Context: an optimization exercise on an open-source flow, tuned for small area and a short achievable clock period. The choices shown serve that exercise and are no tape-out recipe. At most, simulation tests tie the RTL to the original design; equivalence was not proved. No functional check of the RTL was part of runs 5 to 7. Power figures rest on the tool's default switching activity, not on a simulated workload.

===== design/flow/config.mk =====
export PLATFORM = sky130hd
export DESIGN_NAME = dma_rx_unpacker
export DESIGN_NICKNAME = dma_rx_unpacker
export VERILOG_FILES = /design/flow/design.v
export SDC_FILE = /design/flow/constraint.sdc
export NUM_CORES = 4
export LEC_CHECK = 0
export ABC_CLOCK_PERIOD_IN_PS = 2500
export CAP_MARGIN = 20
export CORE_MARGIN = 2
export CORE_UTILIZATION = 40
export CTS_CLUSTER_DIAMETER = 80
export CTS_CLUSTER_SIZE = 25
export SETUP_SLACK_MARGIN = 3.05
export SLEW_MARGIN = 20

===== design/flow/constraint.sdc =====
create_clock -name core_clock -period 5.5 [get_ports {clk}]
set_input_delay 1.1000 -clock core_clock [delete_from_list [all_inputs] [get_ports {clk}]]
set_output_delay 1.1000 -clock core_clock [all_outputs]
set_load 0.01 [all_outputs]

===== design/flow/design.v =====
package dma_pkg;
  localparam int DMA_BEAT_W = 128;
  localparam int DMA_WORD_W = 32;
  localparam int DMA_LANES  = 4;
  localparam logic [15:0] DMA_HDR_MAGIC = 16'hD5A7;
  localparam int MAGIC_HI = 31;
  localparam int MAGIC_LO = 16;
  localparam int LEN_HI   = 15;
  localparam int LEN_LO   = 0;
  typedef enum logic {
    RX_HDR,
    RX_PAYLOAD
  } rx_state_e;
  function automatic logic [DMA_WORD_W-1:0] beat_lane(
    input logic [DMA_BEAT_W-1:0] beat,
    input logic [1:0]            lane
  );
    beat_lane = beat[lane*DMA_WORD_W +: DMA_WORD_W];
  endfunction
endpackage
module dma_rx_fifo #(
  parameter int DEPTH = 16,
  parameter int WIDTH = 128
) (
  input  logic                   clk,
  input  logic [DEPTH-1:0]       we,
  input  logic [WIDTH-1:0]       wdata,
  input  logic [DEPTH-1:0]       rd_oh,
  input  logic [3*DEPTH-1:0]     nsel,      
  output logic [WIDTH/4-1:0]     nxt_word,
  output logic [WIDTH/4-1:0]     hdr_word
);
  localparam int WW = WIDTH / 4;
  logic [DEPTH*WIDTH-1:0] mem;
  always_ff @(posedge clk) begin
    for (int e = 0; e < DEPTH; e++)
      if (we[e]) mem[e*WIDTH +: WIDTH] <= wdata;
  end
  always_comb begin
    nxt_word = '0;
    hdr_word = '0;
    for (int e = 0; e < DEPTH; e++) begin
      for (int l = 1; l < 4; l++)
        nxt_word = nxt_word | ({WW{nsel[3*e+l-1]}} & mem[e*WIDTH + l*WW +: WW]);
      hdr_word = hdr_word | ({WW{rd_oh[(e+DEPTH-1)%DEPTH]}} & mem[e*WIDTH +: WW]);
    end
  end
endmodule
module dma_rx_unpacker #(
  parameter int          FIFO_DEPTH = 16,
  parameter logic [15:0] HDR_MAGIC  = dma_pkg::DMA_HDR_MAGIC,
  localparam int         LVL_W      = $clog2(FIFO_DEPTH) + 1
) (
  input  logic                  clk,
  input  logic                  reset_n,
  input  logic [dma_pkg::DMA_BEAT_W-1:0] dma_read_data,
  input  logic                  dma_read_valid,
  output logic [dma_pkg::DMA_WORD_W-1:0] out_data,
  output logic                  out_valid,
  input  logic                  out_ready,
  output logic                  out_last,
  output logic [LVL_W-1:0]      fifo_level,
  output logic                  overflow,
  input  logic                  ovf_clr,
  output logic                  frame_err,
  output logic [31:0]           frame_cnt,
  output logic [31:0]           drop_cnt
);
  localparam int AW = $clog2(FIFO_DEPTH);
  logic [AW-1:0]           wr_ptr, wr_ptr_d;
  logic [FIFO_DEPTH-1:0]   wr_en;       
  logic [FIFO_DEPTH-1:0]   rd_oh, rd_oh_d;
  logic [3*FIFO_DEPTH-1:0] nsel;        
  logic [FIFO_DEPTH-1:0]   we;
  logic [LVL_W-1:0]        level_d;
  logic                    full, empty, lvl_le1, lvl_1;
  logic                    push, pop;
  logic                    pay;         
  logic                    ov;          
  logic [3:0]              lane, lane_d;   
  logic [15:0]             rem;
  logic                    rem1;        
  logic                    hdr_ok;      
  logic [15:0]             hdr_len;
  logic                    hdr_len0, hdr_len1;
  logic [31:0]             nxt_word, hdr_word, w_word;
  logic                    hs, hdr_act, accept, last, lane3;
  assign push = dma_read_valid & ~full;
  assign we   = {FIFO_DEPTH{dma_read_valid}} & wr_en;
  dma_rx_fifo #(
    .DEPTH (FIFO_DEPTH),
    .WIDTH (dma_pkg::DMA_BEAT_W)
  ) u_fifo (
    .clk      (clk),
    .we       (we),
    .wdata    (dma_read_data),
    .rd_oh    (rd_oh),
    .nsel     (nsel),
    .nxt_word (nxt_word),
    .hdr_word (hdr_word)
  );
  assign w_word  = dma_read_data[31:0];
  assign hs      = ov & out_ready;
  assign hdr_act = ~pay & ~empty;
  assign accept  = hdr_act & hdr_ok & ~hdr_len0;
  assign last    = rem1;
  assign lane3   = lane[3];
  assign pop     = (hdr_act & (~hdr_ok | hdr_len0)) | (hs & (last | lane3));
  logic sel_nxt, sel_hdr, sel_w, sel_hold;
  logic pay_d, empty_d, valid_d, rem1_d;
  assign sel_nxt  = accept | (hs & ~last & ~lane3);
  assign sel_hdr  = hs & ~last & lane3 & ~lvl_le1;
  assign sel_w    = pay & dma_read_valid & (empty | (hs & ~last & lane3 & lvl_1));
  assign sel_hold = ov & ~out_ready;
  logic inc, dec, keep;
  logic full_d, lvl_1_d, lvl_le1_d;
  logic lvl_2, lvl_top;
  logic [LVL_W-1:0] level_inc, level_dec;
  assign lvl_2     = (fifo_level == LVL_W'(2));
  assign lvl_top   = (fifo_level == LVL_W'(FIFO_DEPTH - 1));
  assign level_inc = fifo_level + 1'b1;
  assign level_dec = fifo_level - 1'b1;
  assign inc       = push & ~pop;
  assign dec       = pop & ~push;
  assign keep      = ~(inc | dec);
  assign level_d   = ({LVL_W{inc}} & level_inc) | ({LVL_W{dec}} & level_dec) |
                     ({LVL_W{keep}} & fifo_level);
  assign full_d    = ~pop & (full | (lvl_top & push));
  assign empty_d   = ~push & (empty | (lvl_1 & pop));
  assign lvl_1_d   = (empty & push) | (lvl_1 & keep) | (lvl_2 & dec);
  assign lvl_le1_d = empty_d | lvl_1_d;
  assign wr_ptr_d = wr_ptr + AW'(push);
  assign pay_d    = accept | (pay & ~(hs & last));
  assign valid_d  = pay_d & ~empty_d;
  assign rem1_d   = accept ? hdr_len1 : (hs ? (rem == 16'd2) : rem1);
  assign lane_d   = accept ? 4'b0010 : (hs ? (last ? 4'b0001 : {lane[2:0], lane[3]}) : lane);
  assign rd_oh_d  = pop ? {rd_oh[FIFO_DEPTH-2:0], rd_oh[FIFO_DEPTH-1]} : rd_oh;
  always_ff @(posedge clk or negedge reset_n) begin
    if (!reset_n) begin
      out_data  <= '0;
      out_valid <= 1'b0;
      out_last  <= 1'b0;
      ov        <= 1'b0;
    end else begin
      out_data  <= ({32{sel_nxt}}  & nxt_word) |
                   ({32{sel_hdr}}  & hdr_word) |
                   ({32{sel_w}}    & w_word)   |
                   ({32{sel_hold}} & out_data);
      out_valid <= valid_d;
      ov        <= valid_d;
      out_last  <= valid_d & rem1_d;
    end
  end
  logic [31:0] hdr_src;
  assign hdr_src = lvl_le1 ? w_word : hdr_word;
  always_ff @(posedge clk) begin
    hdr_ok   <= (hdr_src[31:16] == HDR_MAGIC);
    hdr_len  <= hdr_src[15:0];
    hdr_len0 <= (hdr_src[15:0] == 16'd0);
    hdr_len1 <= (hdr_src[15:0] == 16'd1);
  end
  always_ff @(posedge clk or negedge reset_n) begin
    if (!reset_n) begin
      pay        <= 1'b0;
      lane       <= 4'b0001;
      rem        <= '0;
      rem1       <= 1'b0;
      frame_err  <= 1'b0;
      wr_ptr     <= '0;
      wr_en      <= FIFO_DEPTH'(1);
      rd_oh      <= FIFO_DEPTH'(1);
      nsel       <= (3*FIFO_DEPTH)'(1);
      fifo_level <= '0;
      full       <= 1'b0;
      empty      <= 1'b1;
      lvl_le1    <= 1'b1;
      lvl_1      <= 1'b0;
    end else begin
      frame_err <= hdr_act & ~hdr_ok;
      pay       <= pay_d;
      rem1      <= rem1_d;
      lane      <= lane_d;
      rd_oh     <= rd_oh_d;
      for (int e = 0; e < FIFO_DEPTH; e++)
        for (int l = 0; l < 3; l++)
          nsel[3*e+l] <= rd_oh_d[e] & lane_d[l];
      if (accept)  rem <= hdr_len;
      else if (hs) rem <= rem - 16'd1;
      wr_ptr     <= wr_ptr_d;
      for (int e = 0; e < FIFO_DEPTH; e++)
        wr_en[e] <= (wr_ptr_d == AW'(e)) & ~full_d;
      fifo_level <= level_d;
      full       <= full_d;
      empty      <= empty_d;
      lvl_le1    <= lvl_le1_d;
      lvl_1      <= lvl_1_d;
    end
  end
  always_ff @(posedge clk or negedge reset_n) begin
    if (!reset_n)                   overflow <= 1'b0;
    else if (dma_read_valid & full) overflow <= 1'b1;
    else if (ovf_clr)               overflow <= 1'b0;
  end
  logic frame_done;
  assign frame_done = (hdr_act & hdr_ok & hdr_len0) | (hs & last);
  always_ff @(posedge clk or negedge reset_n) begin
    if (!reset_n) begin
      frame_cnt <= '0;
      drop_cnt  <= '0;
    end else begin
      if (frame_done)            frame_cnt <= frame_cnt + 32'd1;
      if (dma_read_valid & full) drop_cnt  <= drop_cnt + 32'd1;
    end
  end
endmodule

===== design/flow/run.sh =====
#!/bin/bash
# synth_recipe.tcl (not shown) runs the flow's synth.tcl, then flattens the netlist and writes it again
# the make line also repeats each setting of config.mk as NAME=value (left out here)
make -C /OpenROAD-flow-scripts/flow DESIGN_CONFIG=/design/flow/config.mk WORK_HOME=/design/flow/orfs CLKGATE_MAP_FILE= SYNTH_SCRIPT=/design/flow/synth_recipe.tcl finish

==> results of run 1 <==
==> Yosys cell counts, types with 3 or more instances <==
cell	count	area, sq um
a22o_1	474	4150
buf_2	4	20.0
and2_1	20	125
mux2_2	3	33.8
a22oi_1	80	601
a21oi_1	10	50.1
and3_1	16	100
a222oi_1	3	30.0
dfxtp_1	19	380
buf_1	16	60.1
nand2_1	63	236
o21ai_0	52	260
dfrtp_1	209	5230
xor2_1	20	175
or2_2	5	31.3
ha_1	12	150
nor4bb_1	3	30.0
nand3_1	52	260
nor2_1	141	529
nor2b_1	3	18.8
nor3_1	48	240
xnor2_1	58	508
mux2i_1	31	310
nand2b_1	5	31.3
a221oi_1	503	4410
clkbuf_1	223	837
nand3b_1	4	30.0
nor4_1	5	31.3
a221o_1	3	30.0
edfxtp_1	2048	61500
dfstp_2	6	158
and4_1	17	149
inv_1	51	191
nand4_1	114	713
==> logic make-up after synthesis <==
kind of cell,after synthesis,synth area share
AO/OA/AOI/OAI,1140,0.118
flip-flops,2282,0.822
AND/OR/NAND/NOR,510,0.0323
XOR/XNOR,78,0.00835
buffers and inverters,294,0.0135
adder cells (fa/ha/maj),12,0.00183
multiplexers,34,0.00420
==> state kept, by name, summed over array words and instances (netlist names), 16 cells and up <==
signal and cells:
drop_cnt 32, frame_cnt 32, hdr_len 16, nsel 48, out_data 32, rd_oh 16
rem 16, u_fifo.mem 2048, wr_en 16
==> final timing paths <==
path	startpoint	endpoint	cells after the start
worst max-delay path	out_data[0]$_DFF_PN0_	out_data[0]	1
worst min-delay path	reset_n	rem[9]$_DFFE_PN0P_	1
worst min register to register	hdr_len[2]$_DFF_P_	rem[2]$_DFFE_PN0P_	1
max in group asynchronous	reset_n	nsel[36]$_DFF_PN0_	2
worst max register to register	rd_oh[10]$_DFF_PN0_	hdr_len1$_DFF_P_	8
min in group core_clock	hdr_len[2]$_DFF_P_	rem[2]$_DFFE_PN0P_	1
==> area by class of cell <==
type | count | share of cell area
clock buffer | 131 | 0.0305
antenna | 11 | 0.000289
timing repair buffer | 613 | 0.0652
inverter | 51 | 0.00201
clock inverter | 43 | 0.00534
tap | 2688 | 0.0353
multi-input combinational | 1778 | 0.153
sequential | 2282 | 0.708
==> worst register-to-register path: cells and delay by family, from the launching register on <==
kind / cells / cell delay (ns)
buffers and inverters: 1 / 0.18
AO/OA/AOI/OAI: 3 / 0.64
flip-flops: 1 / 0.59
AND/OR/NAND/NOR: 4 / 0.97
==> through the flow <==
stage | utilization | worst slack [ns] | cells | area [sq um]
5_1_grt | 0.467 | 2.90 | 7593 | 95300
6_report | 0.467 | 2.94 | 7597 | 95300
2_1_floorplan | - | 2.77 | 4350 | 82100
4_1_cts | 0.461 | 2.90 | 7522 | 94000
3_5_place_dp | 0.434 | 1.41 | 7178 | 88500
3_3_place_gp | 0.434 | 1.48 | 7178 | 88500
==> power by group <==
part	switching [W]	internal [W]	total [W]
logic	0.00240	0.000617	0.00302
clock network	0.00555	0.00408	0.00962
registers	0.000634	0.0212	0.0219
total	0.00859	0.0259	0.0345
==> per-layer routing <==
metal	global-route usage	vias up	share of wire
li1	-	19200	-
met1	0.371	26200	0.38
met2	0.411	3795	0.46
met3	0.0533	527	0.12
met4	0.0819	12	0.034
met5	0	-	0.00032
==> timing repair <==
item / 4_1_cts / 5_1_grt
buffers inserted: 166 / 58
resized for setup: 713 / 129
gates cloned: 4 / 6
setup endpoints to repair: 2200 / 258
pin swaps: 35 / 38
==> flow_metrics.py, run 1 <==
metrics = {
    "run_status": {
        "status": "complete, no violations",
    },
    "sta": {
        "max_freq_ghz": 0.391,
        "tightest_slew_ns": 1.19,
        "finalHoldViolCount": 0,
        "period_needed_ns": 2.56,
        "timing.setup.tns_ns": 0,
        "rsz0062_at_grt": "yes",
        "fin_hold_ws_ns": 0.291,
        "fin_crit_sh": 0.465,
        "slew_violations": 0,
        "final-setup-viol-count": 0,
        "skew_ns": 0.0596,
        "slew_headroom": 0.204,
    },
    "setup_path": {
        "crit_arrival_ns": 1.46,
        "cp_max_fo": 2,
        "worst-path-buf-inv": 1,
        "path_delay_family": "flip-flops",
        "critPathSlowestCell": "dfrtp_2",
        "path_cells": "buf_6",
        "worstSetupPathType": "reg -> out",
        "max_stage_delay_ns": 0.51,
        "ff2ff_setup_slack_ns": 3.01,
        "worstSetupStartpointType": "flop",
        "crit_required_ns": 4.40,
        "worstSetupEndpointType": "output port",
    },
    "grt": {
        "grt_pass1_vias": 46700,
        "gr-total-overflow": 0,
        "grt_pass1_wl_mm": 386,
        "antenna_found_initial": 30,
        "gr-usage-all-layers": 0.263,
        "grt_max_degree": 70,
    },
    "logic_synthesis": {
        "ys_seq_area_frac": 0.822,
        "synthDistinctLibCells": 54,
        "async_flop_share": 0.0942,
        "ys_ff_latch": 2282,
        "syn_nets": 4495,
        "synth_edf_count": 2048,
        "synth-main-ff-cell": "edfxtp_1",
        "syn_inst": 4350,
        "synth_warnings": 2,
        "syn_area_per_cell_sq_um": 18.8,
        "synth_area_sq_um": 81800,
    },
    "clock_tree": {
        "clk_latency_ns": 0.82,
        "cts_made_buffers": 110,
        "clock_path_buffers": 3,
        "htreeDepth": 3,
        "clkTransAtPathRegs_ns": 0.10,
        "cts-root-buf": "clkbuf_16",
        "cts_tree": "yes",
        "ctsHoldBuffers": 0,
        "cts.sinks": 2282,
    },
    "place": {
        "io_buffers": 237,
        "place.gp.congestion": 0.830,
        "dp_hpwl_mm": 150,
    },
    "finish": {
        "multiInputGateArea_sq_um": 14600,
        "fin_nets": 4981,
        "drive_gt1_frac": 0.187,
        "area_growth_syn_to_layout_pct": 16.4,
        "seq_area_sq_um": 67500,
        "final_common_cell": "edfxtp_1",
        "fillerInstances": 17000,
        "final_cell_mix": "edfxtp_1 (2,048), a22o_1 (473), a221oi_1 (426)",
    },
    "die": {
        "num_io_pins": 238,
        "die_y_um": 456,
        "placementRows": 166,
        "dieArea_sq_um": 208000,
        "dieWidth_um": 456,
        "initial_core_util": 0.401,
        "core_sq_um": 204000,
    },
    "worst_hold_path": {
        "hold_class": "in -> async",
    },
    "pwr": {
        "vdd_drop_max_v": 0.000296,
        "powerDensity_nw_per_um2": 362,
        "p_total_w": 0.0345,
        "leakage_nw": 31.3,
    },
    "routing": {
        "first_iter_violations": 8427,
        "drc": 0,
        "dr.pass1.iters": 5,
        "wirelength_mm": 284,
        "ant_nets": 0,
        "vias": 49700,
        "viasPerCell": 6.54,
        "wl_per_cell_um": 37.4,
    },
    "flow_run": {
        "cap_violations": 0,
    },
}
==> inputs of run 2 (changes only) <==
--- a/design/flow/config.mk
+++ b/design/flow/config.mk
@@ -5,11 +5,11 @@
 export SDC_FILE = /design/flow/constraint.sdc
 export NUM_CORES = 4
 export LEC_CHECK = 0
-export ABC_CLOCK_PERIOD_IN_PS = 2500
 export CAP_MARGIN = 20
 export CORE_MARGIN = 2
 export CORE_UTILIZATION = 40
 export CTS_CLUSTER_DIAMETER = 80
 export CTS_CLUSTER_SIZE = 25
+export GPL_ROUTABILITY_DRIVEN = 0
 export SETUP_SLACK_MARGIN = 3.05
 export SLEW_MARGIN = 20
==> run 2 against run 1 <==
  * Largest cell class unchanged
  * Sequential power hardly changed
  * Still clean
  * Cell count unchanged
  * Total power unchanged
  * Non-clock buffer count stayed put
  * Highest routed layer unchanged
  * Maximum frequency did not move
==> flow_metrics.py, run 2 <==
metrics = {
    "run_status": {
        "status": "complete, no violations",
    },
    "sta": {
        "skew_ns": 0.0596,
        "timing.setup.tns_ns": 0,
        "finalHoldViolCount": 0,
        "period_needed_ns": 2.56,
        "fin_crit_sh": 0.465,
        "max_freq_ghz": 0.391,
        "tightest_slew_ns": 1.19,
        "fin_ws_ns": 2.94,
        "rsz0062_at_grt": "yes",
        "slew_violations": 0,
        "slew_headroom": 0.204,
        "final-setup-viol-count": 0,
    },
    "worst_hold_path": {
        "hold_class": "in -> async",
    },
    "pwr": {
        "powerDensity_nw_per_um2": 362,
        "leakage_nw": 31.3,
        "vdd_drop_max_v": 0.000296,
        "p_total_w": 0.0345,
    },
    "logic_synthesis": {
        "synth_area_leaders": "edfxtp_1 (75%), dfrtp_1 (6.4%), a221oi_1 (5.4%)",
        "synth_top_area_frac": 0.751,
        "synth_fa_ha_area_frac": 0.00183,
        "synthDistinctLibCells": 54,
        "synth_warnings": 2,
        "ys_ff_latch": 2282,
        "syn_nets": 4495,
        "async_flop_share": 0.0942,
        "synth-main-ff-cell": "edfxtp_1",
        "synth.area.mux_share": 0.00420,
        "syn_area_per_cell_sq_um": 18.8,
        "synth_top_family_by_area": "compound AO/OA/AOI/OAI gates",
        "synth_area_sq_um": 81800,
        "synthSimpleGateAreaFrac": 0.0323,
        "yosysMostFrequentCell": "edfxtp_1",
        "synth_edf_count": 2048,
        "synthXorXnorAreaFrac": 0.00835,
        "synth_compound_area_frac": 0.118,
        "synth_area_leader_cell": "edfxtp_1",
        "ys_seq_area_frac": 0.822,
        "yosys-top-cells-count": "edfxtp_1 (2,048), a221oi_1 (503), a22o_1 (474)",
        "syn_inst": 4350,
    },
    "setup_path": {
        "reg2reg_to": "hdr_len1$_DFF_P_",
        "critPathSlowestCell": "dfrtp_2",
        "ff2ff_path_depth": 8,
        "path_cells": "buf_6",
        "ff2ff_setup_slack_ns": 3.01,
        "crit_required_ns": 4.40,
        "worst-path-buf-inv": 1,
        "max_stage_delay_ns": 0.51,
        "r2r_start": "rd_oh[10]$_DFF_PN0_",
        "worstSetupPathType": "reg -> out",
        "worstSetupStartpointType": "flop",
        "cp_max_fo": 2,
        "worstSetupEndpointType": "output port",
        "crit_arrival_ns": 1.46,
        "path_delay_family": "flip-flops",
    },
    "finish": {
        "reg_top3": "u_fifo.mem x2048, nsel x48",
        "final_core_util": 0.467,
        "fin_nets": 4981,
        "fillerInstances": 17000,
        "regMostFlops": "u_fifo.mem",
        "seq_area_sq_um": 67500,
        "area_growth_syn_to_layout_pct": 16.4,
        "final_common_cell": "edfxtp_1",
        "multiInputGateArea_sq_um": 14600,
        "drive_gt1_frac": 0.187,
        "final_cell_mix": "edfxtp_1 (2,048), a22o_1 (473), a221oi_1 (426)",
        "largest_register_ff_count": 2048,
        "post-route-cell-area_sq_um": 95300,
    },
    "clock_tree": {
        "clkTransAtPathRegs_ns": 0.10,
        "cts_made_buffers": 110,
        "cts-root-buf": "clkbuf_16",
        "cts.sinks": 2282,
        "clock_path_buffers": 3,
        "htreeDepth": 3,
        "clk_latency_ns": 0.82,
        "cts_tree": "yes",
    },
    "die": {
        "initial_core_util": 0.401,
        "die_y_um": 456,
        "dieArea_sq_um": 208000,
        "num_io_pins": 238,
        "dieWidth_um": 456,
        "placementRows": 166,
        "core_sq_um": 204000,
    },
    "grt": {
        "gr-total-overflow": 0,
        "grt_max_degree": 70,
        "grt_pass1_vias": 46700,
        "grt_pass1_wl_mm": 386,
        "antenna_found_initial": 30,
        "gr-usage-all-layers": 0.263,
    },
    "place": {
        "dpl-instance-area_sq_um": 88500,
        "dp_hpwl_mm": 150,
        "io_buffers": 237,
        "place_ws_ns": 1.41,
    },
    "routing": {
        "drc": 0,
        "dr.pass1.iters": 5,
        "vias": 49700,
        "ant_nets": 0,
        "first_iter_violations": 8427,
        "viasPerCell": 6.54,
        "wl_per_cell_um": 37.4,
        "wirelength_mm": 284,
    },
    "flow_run": {
        "cap_violations": 0,
    },
}
-- run 2: kinds of logic (layout without fill, tap and decap cells) --
family / after synthesis / count (layout)
other cells: 0 / 11
compound gates: 1140 / 1141
fa+ha+maj: 12 / 12
flops: 2282 / 2282
xor+xnor: 78 / 78
buf+inv: 294 / 838
mux: 34 / 34
simple gates: 510 / 513
-- run 2: layout make-up --
type | count | share of cell area
diodes | 11 | 0.000289
clock buffers | 131 | 0.0305
clock inverters | 43 | 0.00534
inverters | 51 | 0.00201
multi-input cells | 1778 | 0.153
flip-flops and latches | 2282 | 0.708
well taps | 2688 | 0.0353
repair buffers | 613 | 0.0652
-- run 2: power breakdown --
group | leakage (nW) | switching [W] | internal (W)
registers | 21.4 | 0.000634 | 0.0212
logic | 8.22 | 0.00240 | 0.000617
clock network | 1.67 | 0.00555 | 0.00408
-- run 2: what timing repair did --
action                                   CTS  global route
endpoints found under the setup margin  2200           258
gates cloned                               4             6
pin swaps                                 35            38
gates resized for setup                  713           129
hold endpoints to repair                   0             0
buffers inserted                         166            58
hold buffers                               0             0
-- run 2: metal layers --
layer  wire [um]  global-route usage
met1      108000               0.371
met2      132000               0.411
met3       34100              0.0533
met4        9630              0.0819
met5          91                   0
-- run 2: how the worst max path moves through the flow --
stage | start | endpoint | slack, ns | depth (start not counted)
floorplan | dma_read_valid | u_fifo.mem[1000]$_DFFE_PP_ | 2.77 | 3
global placement | dma_read_valid | u_fifo.mem[56]$_DFFE_PP_ | 1.48 | 3
detailed placement | dma_read_valid | u_fifo.mem[90]$_DFFE_PP_ | 1.41 | 3
CTS | out_data[0]$_DFF_PN0_ | out_data[0] | 2.90 | 1
global route | rd_oh[10]$_DFF_PN0_ | hdr_ok$_DFF_P_ | 2.90 | 8
finish | out_data[0]$_DFF_PN0_ | out_data[0] | 2.94 | 1
-- run 2: metrics by stage --
stage | cells | hold WS [ns]
finish | 7597 | 0.291
global route | 7593 | 0.308
CTS | 7522 | 0.253
detailed placement | 7178 | 0.419
global placement | 7178 | 0.417
floorplan | 4350 | 0.410
==> inputs of run 3 (changes only) <==
--- a/design/flow/config.mk
+++ b/design/flow/config.mk
@@ -9,7 +9,6 @@
 export CORE_MARGIN = 2
 export CORE_UTILIZATION = 40
 export CTS_CLUSTER_DIAMETER = 80
-export CTS_CLUSTER_SIZE = 25
-export GPL_ROUTABILITY_DRIVEN = 0
+export CTS_CLUSTER_SIZE = 28
 export SETUP_SLACK_MARGIN = 3.05
 export SLEW_MARGIN = 20
==> run 3 against run 2 <==
  * Still clean on timing, DRC and antenna
  * Sequential cell count unchanged
  * Cell area increased by 0.30%
  * Critical path depth rose by 5
  * First-iteration DRC count shrank 2.6%
  * Routed wire length rose by 0.67%
  * Maximum frequency fell by 0.76%
  * Critical endpoint is now out_data[12]$_DFF_PN0_
  * Largest power group unchanged
  * Highest routed layer unchanged
==> flow_metrics.py, run 3 <==
metrics = {
    "setup_path": {
        "path_delay_family": "simple AND/OR/NAND/NOR gates",
        "crit_required_ns": 6.15,
        "worstSetupPathType": "reg -> reg",
        "worstSetupEndpointType": "flop",
        "crit_arrival_ns": 3.22,
        "reg2reg_to": "out_data[12]$_DFF_PN0_",
        "worst-path-buf-inv": 1,
        "ff2ff_path_depth": 6,
        "cp_max_fo": 32,
        "critPathSlowestCell": "nor3_4",
        "ff2ff_setup_slack_ns": 2.93,
        "r2r_start": "nsel[5]$_DFF_PN0_",
        "worstSetupStartpointType": "flop",
        "max_stage_delay_ns": 0.62,
        "path_cells": "buf_12 -> a22o_1 -> a221oi_1 -> nand4_1 -> nor3_4 -> o21ai_0",
    },
    "die": {
        "num_io_pins": 238,
        "placementRows": 166,
        "initial_core_util": 0.401,
        "dieArea_sq_um": 208000,
        "die_y_um": 456,
        "dieWidth_um": 456,
        "core_sq_um": 204000,
    },
    "place": {
        "place_ws_ns": 1.41,
        "place.gp.congestion": 0.830,
        "dp.cells": 7178,
        "dp_hpwl_mm": 150,
        "io_buffers": 237,
    },
    "pwr": {
        "leakage_nw": 31.4,
        "vdd_drop_max_v": 0.000305,
        "powerDensity_nw_per_um2": 365,
    },
    "finish": {
        "seq_area_sq_um": 67500,
        "final_common_cell": "edfxtp_1",
        "regMostFlops": "u_fifo.mem",
        "final_cell_mix": "edfxtp_1 (2,048), a22o_1 (473), a221oi_1 (423)",
        "final_cells": 7608,
        "area_growth_syn_to_layout_pct": 16.8,
        "drive_gt1_frac": 0.191,
        "largest_register_ff_count": 2048,
        "reg_top3": "u_fifo.mem x2048, nsel x48",
        "final_core_util": 0.469,
        "multiInputGateArea_sq_um": 14600,
        "fillerInstances": 17000,
        "fin_nets": 4979,
    },
    "flow_run": {
        "cap_violations": 0,
    },
    "routing": {
        "wl_per_cell_um": 37.6,
        "wirelength_mm": 286,
        "vias": 49800,
        "ant_nets": 0,
        "dr.pass1.iters": 7,
        "viasPerCell": 6.55,
        "first_iter_violations": 8209,
        "drc": 0,
    },
    "logic_synthesis": {
        "async_flop_share": 0.0942,
        "syn_inst": 4350,
        "synth_warnings": 2,
        "yosys-top-cells-count": "edfxtp_1 (2,048), a221oi_1 (503), a22o_1 (474)",
        "yosysMostFrequentCell": "edfxtp_1",
        "synth_edf_count": 2048,
        "synthDistinctLibCells": 54,
        "synth_area_sq_um": 81800,
        "synth_area_leaders": "edfxtp_1 (75%), dfrtp_1 (6.4%), a221oi_1 (5.4%)",
        "ys_ff_latch": 2282,
        "syn_area_per_cell_sq_um": 18.8,
        "syn_nets": 4495,
        "synth_area_leader_cell": "edfxtp_1",
        "ys_seq_area_frac": 0.822,
        "synth-main-ff-cell": "edfxtp_1",
        "synth_top_area_frac": 0.751,
    },
    "grt": {
        "gr-total-overflow": 0,
        "grt_max_degree": 70,
        "grt_pass1_wl_mm": 387,
        "antenna_found_initial": 23,
        "grt_pass1_vias": 46800,
        "gr-usage-all-layers": 0.264,
    },
    "run_status": {
        "status": "complete, no violations",
    },
    "sta": {
        "final-setup-viol-count": 0,
        "fin_crit_sh": 0.468,
        "finalHoldViolCount": 0,
        "fin_ws_ns": 2.93,
        "timing.setup.tns_ns": 0,
        "fin_hold_ws_ns": 0.282,
        "period_needed_ns": 2.57,
        "max_freq_ghz": 0.388,
        "skew_ns": 0.0573,
        "slew_violations": 0,
        "rsz0062_at_grt": "yes",
        "tightest_slew_ns": 1.18,
        "slew_headroom": 0.213,
    },
    "clock_tree": {
        "ctsHoldBuffers": 0,
        "cts.sinks": 2282,
        "htreeDepth": 3,
        "cts_tree": "yes",
        "clock_path_buffers": 3,
        "clk_latency_ns": 0.83,
        "clkTransAtPathRegs_ns": 0.11,
        "cts-root-buf": "clkbuf_16",
        "cts_made_buffers": 107,
    },
    "worst_hold_path": {
        "hold_class": "in -> async",
    },
}
[run 3: cell count changes in the layout (fill, tap and decap cells not counted), sizes merged]
cell      before  now
bufinv         6    9
clkinv        17   28
clkinvlp       5    2
and2          23   24
buf          476  475
inv           66   80
clkbuf       138  124
[run 3: timing repair]
action | CTS | global route
pin swaps | 34 | 41
gates resized for setup | 708 | 135
setup buffers | 173 | 50
endpoints found under the setup margin | 2184 | 243
gates cloned | 5 | 7
[run 3: worst max path at each step]
stage                                startpoint                          to  slack [ns]  depth (start not counted)
after floorplan                  dma_read_valid  u_fifo.mem[1000]$_DFFE_PP_        2.77                          3
after global placement           dma_read_valid    u_fifo.mem[56]$_DFFE_PP_        1.48                          3
after detailed placement         dma_read_valid    u_fifo.mem[90]$_DFFE_PP_        1.41                          3
after CTS                 out_data[0]$_DFF_PN0_                 out_data[0]        2.90                          1
after global routing      out_data[0]$_DFF_PN0_                 out_data[0]        2.92                          1
final                         nsel[5]$_DFF_PN0_      out_data[12]$_DFF_PN0_        2.93                          6
[run 3: worst register-to-register path, cell delays in order (launching register included)]
cell      delay (ns)
dfrtp_2         0.43
buf_12          0.17
a22o_1          0.49
a221oi_1        0.28
nand4_1         0.25
nor3_4          0.62
o21ai_0         0.17
[run 3: area by class of cell]
class	instances	area share
sequential	2282	0.706
multi-input combinational	1779	0.153
timing repair buffer	613	0.0652
tap	2688	0.0352
clock buffer	116	0.0289
clock inverter	68	0.00920
inverter	51	0.00200
antenna	11	0.000288
[run 3: routing by layer]
metal  up-vias  global-route usage  share of wire
li1      19200                   -              -
met1     26300               0.371           0.38
met2      3802               0.407           0.46
met3       527              0.0568           0.12
met4         6              0.0928          0.038
met5         -                   0        0.00016
[run 3: power by group]
| group | switching (W) | internal [W] | total (W) |
|---|---|---|---|
| Combinational | 0.00243 | 0.000621 | 0.00306 |
| Clock | 0.00574 | 0.00425 | 0.00999 |
| Sequential | 0.000641 | 0.0212 | 0.0219 |
[run 3: through the flow]
step	total power, W	area [sq um]
2_1_floorplan	0.0232	82100
3_3_place_gp	0.0250	88500
3_5_place_dp	0.0251	88500
4_1_cts	0.0349	94300
5_1_grt	0.0357	95600
6_report	0.0349	95600
[run 3: cell families after synthesis]
family | share of synthesized area
XOR/XNOR | 0.00835
buffers and inverters | 0.0135
AO/OA/AOI/OAI | 0.118
flip-flops | 0.822
adder cells (fa/ha/maj) | 0.00183
multiplexers | 0.00420
AND/OR/NAND/NOR | 0.0323
==> inputs of run 4 (changes only) <==
==> design/flow/config.mk (replaced) <==
export PLATFORM = sky130hd
export DESIGN_NAME = dma_rx_unpacker
export DESIGN_NICKNAME = dma_rx_unpacker
export VERILOG_FILES = /design/flow/design.v
export SDC_FILE = /design/flow/constraint.sdc
export NUM_CORES = 4
export LEC_CHECK = 0
export CAP_MARGIN = 5
export CORE_MARGIN = 2
export CORE_UTILIZATION = 40
export CTS_CLUSTER_DIAMETER = 80
export CTS_CLUSTER_SIZE = 25
export SETUP_SLACK_MARGIN = 3.05
export SLEW_MARGIN = 5
==> run 4 against run 3 <==
  * Still clean
  * Clock power decreased by 3.0%
  * Combinational power decreased by 1%
  * Sequential power about the same
==> flow_metrics.py, run 4 <==
metrics = {
    "setup_path": {
        "max_stage_delay_ns": 0.50,
        "r2r_start": "rd_oh[13]$_DFF_PN0_",
        "ff2ff_path_depth": 8,
        "critPathSlowestCell": "dfrtp_2",
        "crit_arrival_ns": 1.45,
        "ff2ff_setup_slack_ns": 2.97,
        "path_cells": "buf_6",
        "worst-path-buf-inv": 1,
        "cp_max_fo": 2,
        "crit_required_ns": 4.40,
        "worstSetupEndpointType": "output port",
        "worstSetupStartpointType": "flop",
        "worstSetupPathType": "reg -> out",
        "path_delay_family": "flip-flops",
        "reg2reg_to": "hdr_len1$_DFF_P_",
    },
    "sta": {
        "fin_crit_sh": 0.463,
        "period_needed_ns": 2.55,
        "finalHoldViolCount": 0,
        "skew_ns": 0.0615,
        "slew_headroom": 0.225,
        "tightest_slew_ns": 1.16,
        "max_freq_ghz": 0.393,
        "timing.setup.tns_ns": 0,
        "fin_ws_ns": 2.95,
        "slew_violations": 0,
        "rsz0062_at_grt": "yes",
        "final-setup-viol-count": 0,
    },
    "logic_synthesis": {
        "ys_seq_area_frac": 0.822,
        "async_flop_share": 0.0942,
        "syn_inst": 4350,
        "synth_edf_count": 2048,
        "synth_area_sq_um": 81800,
        "synth-main-ff-cell": "edfxtp_1",
        "syn_nets": 4495,
        "synthDistinctLibCells": 54,
        "synth_top_area_frac": 0.751,
        "synth_area_leader_cell": "edfxtp_1",
        "synth_area_leaders": "edfxtp_1 (75%), dfrtp_1 (6.4%), a221oi_1 (5.4%)",
        "synth_warnings": 2,
        "yosysMostFrequentCell": "edfxtp_1",
        "syn_area_per_cell_sq_um": 18.8,
        "ys_ff_latch": 2282,
        "yosys-top-cells-count": "edfxtp_1 (2,048), a221oi_1 (503), a22o_1 (474)",
    },
    "routing": {
        "wl_per_cell_um": 37.2,
        "ant_nets": 0,
        "wirelength_mm": 282,
        "first_iter_violations": 7876,
        "vias": 49300,
        "drc": 0,
        "dr.pass1.iters": 6,
        "viasPerCell": 6.50,
    },
    "grt": {
        "gr-usage-all-layers": 0.263,
        "grt_pass1_wl_mm": 386,
        "gr-total-overflow": 0,
        "grt_max_degree": 70,
        "antenna_found_initial": 22,
        "grt_pass1_vias": 46500,
    },
    "die": {
        "dieWidth_um": 456,
        "dieArea_sq_um": 208000,
        "initial_core_util": 0.401,
        "core_sq_um": 204000,
        "num_io_pins": 238,
        "placementRows": 166,
        "die_y_um": 456,
    },
    "clock_tree": {
        "htreeDepth": 3,
        "cts.sinks": 2282,
        "clkTransAtPathRegs_ns": 0.10,
        "cts-root-buf": "clkbuf_16",
        "clk_latency_ns": 0.80,
        "ctsHoldBuffers": 0,
        "cts_made_buffers": 110,
        "clock_path_buffers": 3,
        "cts_tree": "yes",
    },
    "finish": {
        "area_growth_syn_to_layout_pct": 16.1,
        "fin_nets": 4975,
        "final_cell_mix": "edfxtp_1 (2,048), a22o_1 (474), a221oi_1 (440)",
        "drive_gt1_frac": 0.182,
        "multiInputGateArea_sq_um": 14500,
        "seq_area_sq_um": 67500,
        "fillerInstances": 17000,
        "final_common_cell": "edfxtp_1",
        "largest_register_ff_count": 2048,
        "regMostFlops": "u_fifo.mem",
        "reg_top3": "u_fifo.mem x2048, nsel x48",
    },
    "pwr": {
        "leakage_nw": 31.2,
        "vdd_drop_max_v": 0.000268,
        "powerDensity_nw_per_um2": 364,
    },
    "place": {
        "place.gp.congestion": 0.830,
        "dp_hpwl_mm": 150,
        "io_buffers": 237,
        "place_ws_ns": 1.41,
    },
    "worst_hold_path": {
        "hold_class": "in -> async",
    },
    "flow_run": {
        "cap_violations": 0,
    },
    "run_status": {
        "status": "complete, no violations",
    },
}
[run 4: final cells by class]
cell class,count,area share
timing repair buffer,606,0.0635
antenna,12,0.000316
tap,2688,0.0354
inverter,51,0.00201
clock inverter,41,0.00573
multi-input combinational,1779,0.152
clock buffer,133,0.0308
sequential,2282,0.710
[run 4: cells by family after synthesis]
family / share of synthesized area
and+or+nand+nor: 0.0323
adders and majority gates: 0.00183
buffers and inverters: 0.0135
muxes: 0.00420
AOI/OAI and AO/OA: 0.118
DFF: 0.822
xor gates and xnor gates: 0.00835
[run 4: report_power, final]
group          switching [W]  internal (W)  leakage (nW)
Sequential          0.000630        0.0212          21.4
Clock                0.00550       0.00419          1.70
Combinational        0.00240      0.000620          8.09
[run 4: worst max-delay path by stage]
| stage | from | endpoint | cells after the start |
|---|---|---|---|
| 2_1_floorplan | dma_read_valid | u_fifo.mem[1000]$_DFFE_PP_ | 3 |
| 3_3_place_gp | dma_read_valid | u_fifo.mem[56]$_DFFE_PP_ | 3 |
| 3_5_place_dp | dma_read_valid | u_fifo.mem[90]$_DFFE_PP_ | 3 |
| 4_1_cts | rd_oh[12]$_DFF_PN0_ | hdr_len1$_DFF_P_ | 8 |
| 5_1_grt | rd_oh[15]$_DFF_PN0_ | hdr_len1$_DFF_P_ | 8 |
| 6_report | out_data[29]$_DFF_PN0_ | out_data[29] | 1 |
[run 4: metrics by stage]
step / instance area (sq um) / hold slack, ns / power, W / std cells / util
global placement: 88500 / 0.417 / 0.0250 / 7178 / 0.434
floorplan: 82100 / 0.410 / 0.0232 / 4350 / -
detailed placement: 88500 / 0.419 / 0.0251 / 7178 / 0.434
CTS: 94000 / 0.260 / 0.0346 / 7528 / 0.461
global route: 95000 / 0.308 / 0.0354 / 7589 / 0.466
finish: 95000 / 0.300 / 0.0346 / 7592 / 0.466
[run 4: metal layers]
| metal | part of all wire | GRT usage |
|---|---|---|
| met5 | 0.00025 | 0 |
| met4 | 0.036 | 0.0878 |
| met3 | 0.12 | 0.0564 |
| met2 | 0.46 | 0.409 |
| met1 | 0.38 | 0.368 |
[run 4: repair_timing]
action | 4_1_cts | 5_1_grt
pin swaps | 27 | 42
resized for setup | 680 | 133
setup buffers | 171 | 49
setup endpoints to repair | 2200 | 135
gates cloned | 5 | 3
==> inputs of run 5 (changes only) <==
--- a/design/flow/design.v
+++ b/design/flow/design.v
@@ -85,6 +85,10 @@
   logic                    hdr_len0, hdr_len1;
   logic [31:0]             nxt_word, hdr_word, w_word;
   logic                    hs, hdr_act, accept, last, lane3;
+  logic                    hact;        
+  logic                    hdr_acc;     
+  logic                    step, wrap;   
+  logic [3*FIFO_DEPTH-1:0] nsel_d;
   assign push = dma_read_valid & ~full;
   assign we   = {FIFO_DEPTH{dma_read_valid}} & wr_en;
   dma_rx_fifo #(
@@ -101,14 +105,16 @@
   );
   assign w_word  = dma_read_data[31:0];
   assign hs      = ov & out_ready;
-  assign hdr_act = ~pay & ~empty;
-  assign accept  = hdr_act & hdr_ok & ~hdr_len0;
+  assign hdr_act = hact;
+  assign accept  = hact & hdr_acc;
   assign last    = rem1;
   assign lane3   = lane[3];
-  assign pop     = (hdr_act & (~hdr_ok | hdr_len0)) | (hs & (last | lane3));
+  assign step    = hs & ~last & ~lane3;
+  assign wrap    = hs & (last | lane3);
+  assign pop     = (hact & ~hdr_acc) | wrap;
   logic sel_nxt, sel_hdr, sel_w, sel_hold;
   logic pay_d, empty_d, valid_d, rem1_d;
-  assign sel_nxt  = accept | (hs & ~last & ~lane3);
+  assign sel_nxt  = accept | step;
   assign sel_hdr  = hs & ~last & lane3 & ~lvl_le1;
   assign sel_w    = pay & dma_read_valid & (empty | (hs & ~last & lane3 & lvl_1));
   assign sel_hold = ov & ~out_ready;
@@ -133,8 +139,15 @@
   assign pay_d    = accept | (pay & ~(hs & last));
   assign valid_d  = pay_d & ~empty_d;
   assign rem1_d   = accept ? hdr_len1 : (hs ? (rem == 16'd2) : rem1);
-  assign lane_d   = accept ? 4'b0010 : (hs ? (last ? 4'b0001 : {lane[2:0], lane[3]}) : lane);
+  assign lane_d   = accept ? 4'b0010 : step ? {lane[2:0], 1'b0} : pop ? 4'b0001 : lane;
   assign rd_oh_d  = pop ? {rd_oh[FIFO_DEPTH-2:0], rd_oh[FIFO_DEPTH-1]} : rd_oh;
+  always_comb begin
+    for (int e = 0; e < FIFO_DEPTH; e++) begin
+      nsel_d[3*e]   = pop ? rd_oh[(e+FIFO_DEPTH-1)%FIFO_DEPTH] : (~accept & ~step & nsel[3*e]);
+      nsel_d[3*e+1] = accept ? rd_oh[e] : step ? nsel[3*e] : (~pop & nsel[3*e+1]);
+      nsel_d[3*e+2] = step ? nsel[3*e+1] : (~accept & ~pop & nsel[3*e+2]);
+    end
+  end
   always_ff @(posedge clk or negedge reset_n) begin
     if (!reset_n) begin
       out_data  <= '0;
@@ -158,6 +171,7 @@
     hdr_len  <= hdr_src[15:0];
     hdr_len0 <= (hdr_src[15:0] == 16'd0);
     hdr_len1 <= (hdr_src[15:0] == 16'd1);
+    hdr_acc  <= (hdr_src[31:16] == HDR_MAGIC) & (hdr_src[15:0] != 16'd0);
   end
   always_ff @(posedge clk or negedge reset_n) begin
     if (!reset_n) begin
@@ -170,6 +184,7 @@
       wr_en      <= FIFO_DEPTH'(1);
       rd_oh      <= FIFO_DEPTH'(1);
       nsel       <= (3*FIFO_DEPTH)'(1);
+      hact       <= 1'b0;
       fifo_level <= '0;
       full       <= 1'b0;
       empty      <= 1'b1;
@@ -181,9 +196,8 @@
       rem1      <= rem1_d;
       lane      <= lane_d;
       rd_oh     <= rd_oh_d;
-      for (int e = 0; e < FIFO_DEPTH; e++)
-        for (int l = 0; l < 3; l++)
-          nsel[3*e+l] <= rd_oh_d[e] & lane_d[l];
+      nsel      <= nsel_d;
+      hact      <= ~pay_d & ~empty_d;
       if (accept)  rem <= hdr_len;
       else if (hs) rem <= rem - 16'd1;
       wr_ptr     <= wr_ptr_d;
--- a/design/flow/config.mk
+++ b/design/flow/config.mk
@@ -5,10 +5,10 @@
 export SDC_FILE = /design/flow/constraint.sdc
 export NUM_CORES = 4
 export LEC_CHECK = 0
-export CAP_MARGIN = 5
+export CAP_MARGIN = 20
 export CORE_MARGIN = 2
 export CORE_UTILIZATION = 40
 export CTS_CLUSTER_DIAMETER = 80
 export CTS_CLUSTER_SIZE = 25
 export SETUP_SLACK_MARGIN = 3.05
-export SLEW_MARGIN = 5
+export SLEW_MARGIN = 20
==> run 5 against run 4 <==
  * Via count grew 3.1%
  * Utilization grew 0.53 points
  * Sequential share of layout area is 1.1 points lower
  * Sequential power is essentially flat
  * Clock power down 2.5%
  * Clock skew decreased by 0.031 ns
  * Critical path type is now reg -> reg
  * Highest routed layer unchanged
==> flow_metrics.py, run 5 <==
metrics = {
    "clock_tree": {
        "cts.sinks": 2284,
        "cts_made_buffers": 107,
        "cts_tree": "yes",
        "cts-root-buf": "clkbuf_16",
        "ctsHoldBuffers": 0,
        "clkTransAtPathRegs_ns": 0.11,
        "clk_latency_ns": 0.80,
        "htreeDepth": 3,
        "clock_path_buffers": 3,
    },
    "grt": {
        "gr-usage-all-layers": 0.274,
        "grt_max_degree": 121,
        "gr-total-overflow": 0,
        "antenna_found_initial": 32,
        "grt_pass1_wl_mm": 402,
        "grt_pass1_vias": 47800,
    },
    "logic_synthesis": {
        "synth_top_area_frac": 0.745,
        "synth_area_sq_um": 82600,
        "synth_area_leaders": "edfxtp_1 (74%), dfrtp_1 (6.4%), a221oi_1 (5.7%)",
        "syn_nets": 4595,
        "ys_ff_latch": 2284,
        "synthDistinctLibCells": 61,
        "synth_top_family_by_area": "compound AO/OA/AOI/OAI gates",
        "syn_inst": 4450,
        "synth_area_leader_cell": "edfxtp_1",
        "synth.area.mux_share": 0.00221,
        "yosys-top-cells-count": "edfxtp_1 (2,048), a221oi_1 (535), a22o_1 (522)",
        "synth_warnings": 2,
        "synth_compound_area_frac": 0.121,
        "syn_area_per_cell_sq_um": 18.6,
        "async_flop_share": 0.0946,
        "synthSimpleGateAreaFrac": 0.0343,
        "yosysMostFrequentCell": "edfxtp_1",
        "ys_seq_area_frac": 0.815,
        "synth_fa_ha_area_frac": 0.00182,
        "synth-main-ff-cell": "edfxtp_1",
        "synthXorXnorAreaFrac": 0.00838,
        "synth_edf_count": 2048,
    },
    "pwr": {
        "internal_power_w": 0.0259,
        "leakage_nw": 31.5,
        "vdd_drop_max_v": 0.000259,
        "pwr-share-comb": 0.095,
        "switchingPower_w": 0.00879,
        "power_frac_seq": 0.632,
        "p_clk_frac": 0.273,
        "swShare": 0.254,
        "powerDensity_nw_per_um2": 359,
    },
    "setup_path": {
        "crit_required_ns": 6.17,
        "cp_max_fo": 6,
        "crit_arrival_ns": 3.26,
        "worstSetupEndpointType": "flop",
        "worstSetupStartpointType": "flop",
        "worstSetupPathType": "reg -> reg",
    },
    "routing": {
        "wl_per_cell_um": 38.4,
        "ant_nets": 0,
        "wirelength_mm": 297,
        "drc": 0,
        "viasPerCell": 6.58,
        "vias": 50900,
        "dr.pass1.iters": 6,
        "first_iter_violations": 9239,
    },
    "finish": {
        "reg_top3": "u_fifo.mem x2048, nsel x48",
        "final_core_util": 0.471,
        "final_cell_mix": "edfxtp_1 (2,048), a22o_1 (522), a221oi_1 (475)",
        "fin_nets": 5102,
        "drive_gt1_frac": 0.192,
        "final_common_cell": "edfxtp_1",
        "area_growth_syn_to_layout_pct": 17.0,
        "regMostFlops": "u_fifo.mem",
        "largest_register_ff_count": 2048,
    },
    "sta": {
        "finalHoldViolCount": 0,
        "slew_headroom": 0.236,
        "slew_violations": 0,
        "skew_ns": 0.0305,
        "timing.setup.tns_ns": 0,
        "period_needed_ns": 2.59,
        "tightest_slew_ns": 1.15,
        "rsz0062_at_grt": "yes",
        "fin_crit_sh": 0.471,
        "final-setup-viol-count": 0,
        "max_freq_ghz": 0.386,
    },
    "place": {
        "io_buffers": 237,
        "dp_hpwl_mm": 154,
        "place.gp.congestion": 0.824,
    },
    "die": {
        "num_io_pins": 238,
        "core_sq_um": 205000,
        "die_y_um": 458,
        "dieArea_sq_um": 210000,
        "dieWidth_um": 458,
        "placementRows": 166,
        "initial_core_util": 0.403,
    },
    "worst_hold_path": {
        "hold_class": "in -> async",
    },
    "run_status": {
        "status": "complete, no violations",
    },
    "flow_run": {
        "cap_violations": 0,
    },
}
==> run 5: power groups by stage <==
stage                     logic (W)  registers, W  clock network, W
after detailed placement    0.00314        0.0222                 0
after CTS                   0.00324        0.0219           0.00944
after global placement      0.00308        0.0222                 0
after global routing        0.00340        0.0220            0.0100
after floorplan             0.00128        0.0221                 0
final                       0.00331        0.0219           0.00945
==> run 5: kinds of logic (layout without fill, tap and decap cells) <==
| family | count (synthesis) | after routing |
|---|---|---|
| compound gates | 1173 | 1173 |
| flops | 2284 | 2284 |
| other cells | 0 | 11 |
| buf+inv | 332 | 913 |
| mux | 18 | 18 |
| fa+ha+maj | 12 | 12 |
| xor+xnor | 79 | 79 |
| simple gates | 552 | 553 |
==> run 5: through the flow <==
step	power (W)	hold WS, ns	area [sq um]	setup slack [ns]	instances
final	0.0346	0.174	96600	2.91	7731
after global routing	0.0354	0.143	96600	2.87	7728
after CTS	0.0345	0.434	95500	2.93	7653
after detailed placement	0.0254	0.426	89000	1.48	7234
after global placement	0.0253	0.427	89000	1.47	7234
after floorplan	0.0234	0.381	82800	2.77	4450
==> run 5: per-layer routing <==
layer,wire [um],GRT usage,vias up
li1,-,-,19600
met1,111000,0.378,26700
met2,138000,0.433,3940
met3,36800,0.0614,593
met4,11100,0.0891,18
met5,105,0,-
==> run 5: worst max-delay path, stage by stage, from the launching register on <==
cell and delay (ns):
dfrtp_4 0.59, buf_12 0.19, a22o_1 0.20, a221oi_1 0.32
and4_1 0.31, mux2i_2 0.16, nor4_2 0.27, nand2_1 0.17
o31a_1 0.27
==> run 5: repair_timing <==
action	in CTS	in global routing
gates resized for setup	788	92
setup endpoints to repair	2087	149
gates cloned	5	3
pin swaps	37	47
buffers inserted	230	63
==> run 5: final cells by class <==
cell class	instances	area, sq um
clock buffer	162	2980
inverter	36	138
antenna	11	27.5
sequential	2284	67600
multi-input combinational	1835	14800
tap	2688	3360
fill	17000	108000
clock inverter	22	285
timing repair buffer	693	7410
==> run 5: final timing paths <==
path | depth (start not counted) | endpoint | from | slack [ns]
min in group core_clock | 2 | rem[15]$_DFFE_PN0P_ | hdr_len[15]$_DFF_P_ | 0.43
setup reg to reg | 8 | hdr_acc$_DFF_P_ | rd_oh[15]$_DFFE_PN0N_ | 2.91
setup / recovery | 8 | hdr_acc$_DFF_P_ | rd_oh[15]$_DFFE_PN0N_ | 2.91
hold / removal | 1 | out_data[16]$_DFF_PN0_ | reset_n | 0.17
max in group asynchronous | 3 | nsel[8]$_DFF_PN0_ | reset_n | 3.92
hold reg to reg | 2 | rem[15]$_DFFE_PN0P_ | hdr_len[15]$_DFF_P_ | 0.43
==> inputs of run 6 (changes only) <==
--- a/design/flow/config.mk
+++ b/design/flow/config.mk
@@ -10,5 +10,5 @@
 export CORE_UTILIZATION = 40
 export CTS_CLUSTER_DIAMETER = 80
 export CTS_CLUSTER_SIZE = 25
-export SETUP_SLACK_MARGIN = 3.05
+export SETUP_SLACK_MARGIN = 3.15
 export SLEW_MARGIN = 20
==> run 6 against run 5 <==
  * Count of clock-buffer cells in the layout fell by 21
  * Sequential share of layout area fell by 1.3 points
  * Area after synthesis did not move
  * Maximum frequency rose by 0.73%
==> flow_metrics.py, run 6 <==
metrics = {
    "setup_path": {
        "worstSetupStartpointType": "flop",
        "cp_max_fo": 4,
        "reg2reg_to": "hdr_acc$_DFF_P_",
        "crit_required_ns": 6.18,
        "ff2ff_setup_slack_ns": 2.93,
        "crit_arrival_ns": 3.25,
        "ff2ff_path_depth": 9,
        "r2r_start": "rd_oh[10]$_DFFE_PN0N_",
        "crit_end": "hdr_acc$_DFF_P_",
        "worstSetupPathType": "reg -> reg",
        "worstSetupEndpointType": "flop",
        "cp-startpoint": "rd_oh[10]$_DFFE_PN0N_",
    },
    "run_status": {
        "status": "complete, no violations",
    },
    "die": {
        "initial_core_util": 0.403,
        "placementRows": 166,
        "dieWidth_um": 458,
        "dieArea_sq_um": 210000,
        "core_sq_um": 205000,
        "die_y_um": 458,
        "num_io_pins": 238,
    },
    "sta": {
        "finalHoldViolCount": 0,
        "max_freq_ghz": 0.389,
        "timing.setup.tns_ns": 0,
        "fin_crit_sh": 0.467,
        "slew_violations": 0,
        "tightest_slew_ns": 1.22,
        "final-setup-viol-count": 0,
        "period_needed_ns": 2.57,
        "skew_ns": 0.0373,
        "slew_headroom": 0.185,
        "rsz0062_at_grt": "yes",
    },
    "finish": {
        "regMostFlops": "u_fifo.mem",
        "fillerInstances": 16800,
        "reg_top3": "u_fifo.mem x2048, nsel x48",
        "fin_nets": 5161,
        "largest_register_ff_count": 2048,
        "drive_gt1_frac": 0.229,
        "area_growth_syn_to_layout_pct": 19.1,
        "final_cell_mix": "edfxtp_1 (2,048), a22o_1 (521), a221oi_1 (369)",
        "final_common_cell": "edfxtp_1",
    },
    "logic_synthesis": {
        "synthDistinctLibCells": 61,
        "synth_warnings": 2,
        "ys_seq_area_frac": 0.815,
        "synth_area_leaders": "edfxtp_1 (74%), dfrtp_1 (6.4%), a221oi_1 (5.7%)",
        "synth-main-ff-cell": "edfxtp_1",
        "yosys-top-cells-count": "edfxtp_1 (2,048), a221oi_1 (535), a22o_1 (522)",
        "syn_area_per_cell_sq_um": 18.6,
        "syn_nets": 4595,
        "syn_inst": 4450,
        "synth_area_leader_cell": "edfxtp_1",
        "ys_ff_latch": 2284,
        "async_flop_share": 0.0946,
        "yosysMostFrequentCell": "edfxtp_1",
        "synth_edf_count": 2048,
        "synth_area_sq_um": 82600,
        "synth_top_area_frac": 0.745,
    },
    "pwr": {
        "leakage_nw": 32.4,
        "vdd_drop_max_v": 0.000298,
        "powerDensity_nw_per_um2": 353,
        "p_total_w": 0.0347,
    },
    "routing": {
        "vias": 51300,
        "viasPerCell": 6.59,
        "wirelength_mm": 302,
        "wl_per_cell_um": 38.9,
        "ant_nets": 0,
        "dr.pass1.iters": 6,
        "first_iter_violations": 8820,
        "drc": 0,
    },
    "grt": {
        "gr-usage-all-layers": 0.277,
        "gr-total-overflow": 0,
        "grt_max_degree": 92,
        "grt_pass1_wl_mm": 406,
        "grt_pass1_vias": 47900,
        "antenna_found_initial": 36,
    },
    "worst_hold_path": {
        "hold_class": "in -> async",
    },
    "clock_tree": {
        "cts_tree": "yes",
        "clock_path_buffers": 3,
        "clk_latency_ns": 0.80,
        "cts.sinks": 2284,
        "htreeDepth": 3,
        "cts-root-buf": "clkbuf_16",
        "clkTransAtPathRegs_ns": 0.10,
        "cts_made_buffers": 108,
    },
    "flow_run": {
        "cap_violations": 0,
    },
    "place": {
        "dp_hpwl_mm": 156,
        "place.gp.congestion": 0.829,
        "io_buffers": 237,
    },
}
run 6: worst max-delay path, stage by stage (launching register included):
cell and delay (ns):
dfrtp_4 0.53, buf_12 0.16, clkbuf_16 0.15, a22o_1 0.21, a221oi_2 0.23, and4_4 0.29
mux2i_1 0.11, nor4_1 0.31, nand2_1 0.15, o31a_1 0.31
run 6: per-stage QoR:
step,hold slack (ns),instances,setup slack [ns],instance area (sq um),util
after CTS,0.317,7683,2.94,96200,0.469
after global routing,0.360,7777,2.88,98400,0.480
after global placement,0.427,7234,1.35,89000,0.434
after floorplan,0.381,4450,2.77,82900,-
after detailed placement,0.426,7234,1.33,89000,0.434
final,0.316,7781,2.93,98400,0.480
run 6: worst min-delay path by stage:
stage,start,endpoint,slack (ns),depth (start not counted)
detailed placement,hdr_len[0]$_DFF_P_,rem[0]$_DFFE_PN0P_,0.43,2
finish,reset_n,drop_cnt[28]$_DFFE_PN0P_,0.32,1
global placement,hdr_len[15]$_DFF_P_,rem[15]$_DFFE_PN0P_,0.43,2
floorplan,hdr_ok$_DFF_P_,frame_err$_DFF_PN0_,0.38,1
CTS,reset_n,drop_cnt[28]$_DFFE_PN0P_,0.32,1
global route,reset_n,drop_cnt[28]$_DFFE_PN0P_,0.36,1
run 6: cell type report:
| type | count | area (sq um) | share of cell area |
|---|---|---|---|
| diodes | 13 | 32.5 | 0.000331 |
| multi-input cells | 1836 | 15800 | 0.160 |
| clock inverters | 33 | 339 | 0.00345 |
| flip-flops and latches | 2284 | 67600 | 0.687 |
| inverters | 36 | 140 | 0.00142 |
| clock buffers | 141 | 2930 | 0.0298 |
| repair buffers | 750 | 8240 | 0.0837 |
| well taps | 2688 | 3360 | 0.0342 |
run 6: repair_timing:
| action | CTS | global route |
|---|---|---|
| pin swaps | 67 | 116 |
| setup buffers | 265 | 76 |
| hold buffers | 0 | 0 |
| setup endpoints to repair | 2286 | 156 |
| gates cloned | 10 | 9 |
| resized for setup | 853 | 257 |
run 6: power breakdown:
part	internal [W]	total, W	switching (W)	leakage (nW)
sequential	0.0213	0.0220	0.000673	21.4
combinational	0.000708	0.00332	0.00261	9.47
clock	0.00393	0.00942	0.00549	1.59
run 6: cell families (layout without fill, tap and decap cells):
family,after synthesis,count (layout),synth area share
xor gates and xnor gates,79,79,0.00838
and+or+nand+nor,552,554,0.0343
adders and majority gates,12,12,0.00182
buffers and inverters,332,960,0.0169
other,0,13,0
muxes,18,18,0.00221
AOI/OAI and AO/OA,1173,1173,0.121
DFF,2284,2284,0.815
run 6: layer usage:
| layer | GRT usage | part of all wire | up-vias |
|---|---|---|---|
| li1 | - | - | 19700 |
| met2 | 0.429 | 0.46 | 4071 |
| met3 | 0.0700 | 0.13 | 677 |
| met1 | 0.376 | 0.37 | 26800 |
| met4 | 0.111 | 0.046 | 24 |
| met5 | 0 | 0.00060 | - |
==> inputs of run 7 (changes only) <==
--- a/design/flow/design.v
+++ b/design/flow/design.v
@@ -86,7 +86,6 @@
   logic [31:0]             nxt_word, hdr_word, w_word;
   logic                    hs, hdr_act, accept, last, lane3;
   logic                    hact;        
-  logic                    hdr_acc;     
   logic                    step, wrap;   
   logic [3*FIFO_DEPTH-1:0] nsel_d;
   assign push = dma_read_valid & ~full;
@@ -106,12 +105,12 @@
   assign w_word  = dma_read_data[31:0];
   assign hs      = ov & out_ready;
   assign hdr_act = hact;
-  assign accept  = hact & hdr_acc;
+  assign accept  = hact & hdr_ok & ~hdr_len0;
   assign last    = rem1;
   assign lane3   = lane[3];
   assign step    = hs & ~last & ~lane3;
   assign wrap    = hs & (last | lane3);
-  assign pop     = (hact & ~hdr_acc) | wrap;
+  assign pop     = (hact & (~hdr_ok | hdr_len0)) | wrap;
   logic sel_nxt, sel_hdr, sel_w, sel_hold;
   logic pay_d, empty_d, valid_d, rem1_d;
   assign sel_nxt  = accept | step;
@@ -171,7 +170,6 @@
     hdr_len  <= hdr_src[15:0];
     hdr_len0 <= (hdr_src[15:0] == 16'd0);
     hdr_len1 <= (hdr_src[15:0] == 16'd1);
-    hdr_acc  <= (hdr_src[31:16] == HDR_MAGIC) & (hdr_src[15:0] != 16'd0);
   end
   always_ff @(posedge clk or negedge reset_n) begin
     if (!reset_n) begin
--- a/design/flow/config.mk
+++ b/design/flow/config.mk
@@ -10,5 +10,5 @@
 export CORE_UTILIZATION = 40
 export CTS_CLUSTER_DIAMETER = 80
 export CTS_CLUSTER_SIZE = 25
-export SETUP_SLACK_MARGIN = 3.15
+export SETUP_SLACK_MARGIN = 3.05
 export SLEW_MARGIN = 20
==> run 7 against run 6 <==
  * Worst hold slack worse by 0.035 ns
  * Cell area is 2.7% lower
  * Sequential share of layout area is 1.9 points higher
  * Clock skew is 0.031 ns higher
  * Routed wire length is 5.1% lower
  * First-iteration DRC count is 7.5% lower
  * Setup slack better by 0.018 ns
  * Cell count is 2.9% lower
  * Sequential cell count is 1 lower
  * Synthesized cell count is 1.4% lower
  * Critical path type unchanged
==> flow_metrics.py, run 7 <==
metrics = {
    "clock_tree": {
        "clk_latency_ns": 0.84,
        "ctsHoldBuffers": 0,
        "cts_tree": "yes",
        "cts-root-buf": "clkbuf_16",
        "clkTransAtPathRegs_ns": 0.10,
        "clock_path_buffers": 3,
        "htreeDepth": 3,
        "cts_made_buffers": 107,
        "cts.sinks": 2283,
    },
    "pwr": {
        "switchingPower_w": 0.00869,
        "p_clk_frac": 0.273,
        "power_frac_seq": 0.632,
        "vdd_drop_max_v": 0.000304,
        "p_total_w": 0.0347,
        "internal_power_w": 0.0260,
        "leakage_nw": 31.0,
        "swShare": 0.250,
        "pwr-share-comb": 0.095,
        "powerDensity_nw_per_um2": 362,
    },
    "logic_synthesis": {
        "synthDistinctLibCells": 59,
        "syn_area_per_cell_sq_um": 18.8,
        "yosys-top-cells-count": "edfxtp_1 (2,048), a22o_1 (520), a221oi_1 (514)",
        "synth_compound_area_frac": 0.122,
        "synth_top_area_frac": 0.745,
        "synth_area_leader_cell": "edfxtp_1",
        "synth_top_family_by_area": "compound AO/OA/AOI/OAI gates",
        "ys_ff_latch": 2283,
        "synth_area_leaders": "edfxtp_1 (75%), dfrtp_1 (6.4%), a22o_1 (5.5%)",
        "synthXorXnorAreaFrac": 0.00849,
        "yosysMostFrequentCell": "edfxtp_1",
        "synth_edf_count": 2048,
        "synthSimpleGateAreaFrac": 0.0309,
        "syn_inst": 4389,
        "synth-main-ff-cell": "edfxtp_1",
        "synth_area_sq_um": 82500,
        "synth_warnings": 2,
        "syn_nets": 4534,
        "async_flop_share": 0.0946,
        "ys_seq_area_frac": 0.815,
        "synth.area.mux_share": 0.00441,
        "synth_fa_ha_area_frac": 0.00182,
    },
    "sta": {
        "tightest_slew_ns": 1.02,
        "skew_ns": 0.0682,
        "rsz0062_at_grt": "yes",
        "period_needed_ns": 2.55,
        "slew_headroom": 0.317,
        "finalHoldViolCount": 0,
        "timing.setup.tns_ns": 0,
        "slew_violations": 0,
        "final-setup-viol-count": 0,
        "fin_crit_sh": 0.464,
        "max_freq_ghz": 0.392,
    },
    "die": {
        "initial_core_util": 0.403,
        "num_io_pins": 238,
        "placementRows": 166,
        "die_y_um": 458,
        "core_sq_um": 205000,
        "dieArea_sq_um": 210000,
        "dieWidth_um": 458,
    },
    "setup_path": {
        "cp_max_fo": 12,
        "worstSetupStartpointType": "flop",
        "ff2ff_path_depth": 8,
        "crit_arrival_ns": 3.23,
        "worstSetupPathType": "reg -> reg",
        "crit_required_ns": 6.17,
        "worstSetupEndpointType": "flop",
    },
    "finish": {
        "largest_register_ff_count": 2048,
        "regMostFlops": "u_fifo.mem",
        "final_cell_mix": "edfxtp_1 (2,048), a22o_1 (519), a221oi_1 (452)",
        "fin_nets": 4959,
        "drive_gt1_frac": 0.188,
        "reg_top3": "u_fifo.mem x2048, nsel x48",
        "final_common_cell": "edfxtp_1",
        "area_growth_syn_to_layout_pct": 16.0,
        "fillerInstances": 17100,
    },
    "routing": {
        "ant_nets": 0,
        "wl_per_cell_um": 38.0,
        "vias": 49600,
        "drc": 0,
        "wirelength_mm": 287,
        "viasPerCell": 6.56,
        "dr.pass1.iters": 9,
        "first_iter_violations": 8162,
    },
    "grt": {
        "grt_max_degree": 97,
        "grt_pass1_vias": 46800,
        "gr-usage-all-layers": 0.266,
        "grt_pass1_wl_mm": 390,
        "antenna_found_initial": 25,
        "gr-total-overflow": 0,
    },
    "flow_run": {
        "cap_violations": 0,
    },
    "place": {
        "dp_hpwl_mm": 154,
        "io_buffers": 237,
        "place.gp.congestion": 0.821,
    },
    "worst_hold_path": {
        "hold_class": "in -> async",
    },
    "run_status": {
        "status": "complete, no violations",
    },
}
[run 7: cell types whose count changed after synthesis, moves of 8 or more]
cell,previous run,this run
nand2_1,161,67
o21ai_0,54,25
o21ai_1,1,29
a22oi_1,33,59
a221oi_1,535,514
mux2_2,2,19
buf_2,43,28
and4_1,33,19
nand4_1,106,117
buf_1,10,20
nand3_1,48,58
a222oi_1,1,10
nor2_1,88,96
[run 7: path summary, 6_finish.rpt]
path / from / end / slack, ns
hold reg to reg: hdr_len[10]$_DFF_P_ / rem[10]$_DFFE_PN0P_ / 0.43
min in group core_clock: hdr_len[10]$_DFF_P_ / rem[10]$_DFFE_PN0P_ / 0.43
setup reg to reg: rd_oh[10]$_DFFE_PN0P_ / hdr_ok$_DFF_P_ / 2.95
hold / removal: reset_n / rem[10]$_DFFE_PN0P_ / 0.28
max in group asynchronous: reset_n / frame_cnt[4]$_DFFE_PN0P_ / 3.78
setup / recovery: rd_oh[10]$_DFFE_PN0P_ / hdr_ok$_DFF_P_ / 2.95
[run 7: cells by family (layout without fill, tap and decap cells)]
family,Yosys count,after routing
other,0,5
AO/OA/AOI/OAI,1184,1184
AND/OR/NAND/NOR,476,478
XOR/XNOR,80,80
buffers and inverters,320,795
multiplexers,34,34
flip-flops,2283,2283
adder cells (fa/ha/maj),12,12
[run 7: critical path, cell delays in order (launching register included)]
cell,delay (ns)
dfrtp_4,0.53
buf_12,0.17
buf_4,0.14
a22o_1,0.22
a221oi_4,0.27
nand4_1,0.25
nor4b_4,0.45
a21oi_2,0.14
a221oi_4,0.25
[run 7: final cells by class]
type	count	area, sq um	area share
Sequential cell	2283	67500	0.706
Multi-Input combinational cell	1788	15000	0.156
Timing Repair Buffer	605	6420	0.0671
Tap cell	2688	3360	0.0351
Clock buffer	132	2830	0.0296
Clock inverter	29	464	0.00485
Inverter	29	109	0.00114
Antenna cell	5	12.5	0.000131
[run 7: power by group through the flow]
stage / Sequential (W) / Combinational (W) / Clock (W)
2_1_floorplan: 0.0221 / 0.00127 / 0
3_3_place_gp: 0.0222 / 0.00310 / 0
3_5_place_dp: 0.0222 / 0.00314 / 0
4_1_cts: 0.0219 / 0.00324 / 0.00951
5_1_grt: 0.0220 / 0.00341 / 0.0101
6_report: 0.0219 / 0.00330 / 0.00948
[run 7: layer usage]
metal | GRT usage | wire (um) | vias to the layer above
met2 | 0.416 | 132000 | 3650
met4 | 0.0800 | 9620 | 28
li1 | - | - | 19200
met1 | 0.370 | 109000 | 26100
met5 | 0 | 215 | -
met3 | 0.0626 | 35200 | 543
[run 7: metrics by stage]
| step | setup WS, ns | instance area, sq um | utilization | hold slack (ns) | instances |
|---|---|---|---|---|---|
| after global placement | 1.42 | 89000 | 0.435 | 0.412 | 7184 |
| after floorplan | 2.77 | 82700 | - | 0.406 | 4389 |
| after global routing | 2.92 | 95700 | 0.467 | 0.323 | 7555 |
| after CTS | 2.91 | 94600 | 0.462 | 0.335 | 7513 |
| after detailed placement | 1.40 | 89000 | 0.435 | 0.422 | 7184 |
| final | 2.95 | 95700 | 0.467 | 0.282 | 7559 |
[run 7: timing repair]
action,in CTS,in global routing
buffers inserted,166,36
pin swaps,36,39
endpoints found under the hold margin,0,0
setup endpoints to repair,2262,136
gates cloned,2,4
gates resized for setup,757,137

Setup slack of run 7, layout unchanged: 2.948 ns with ideal ports, 2.873 ns with driving cells assumed (clock clkbuf_16, inputs buf_2), 2.175 ns with port delays also shifted by the 0.878 ns mid clock arrival.
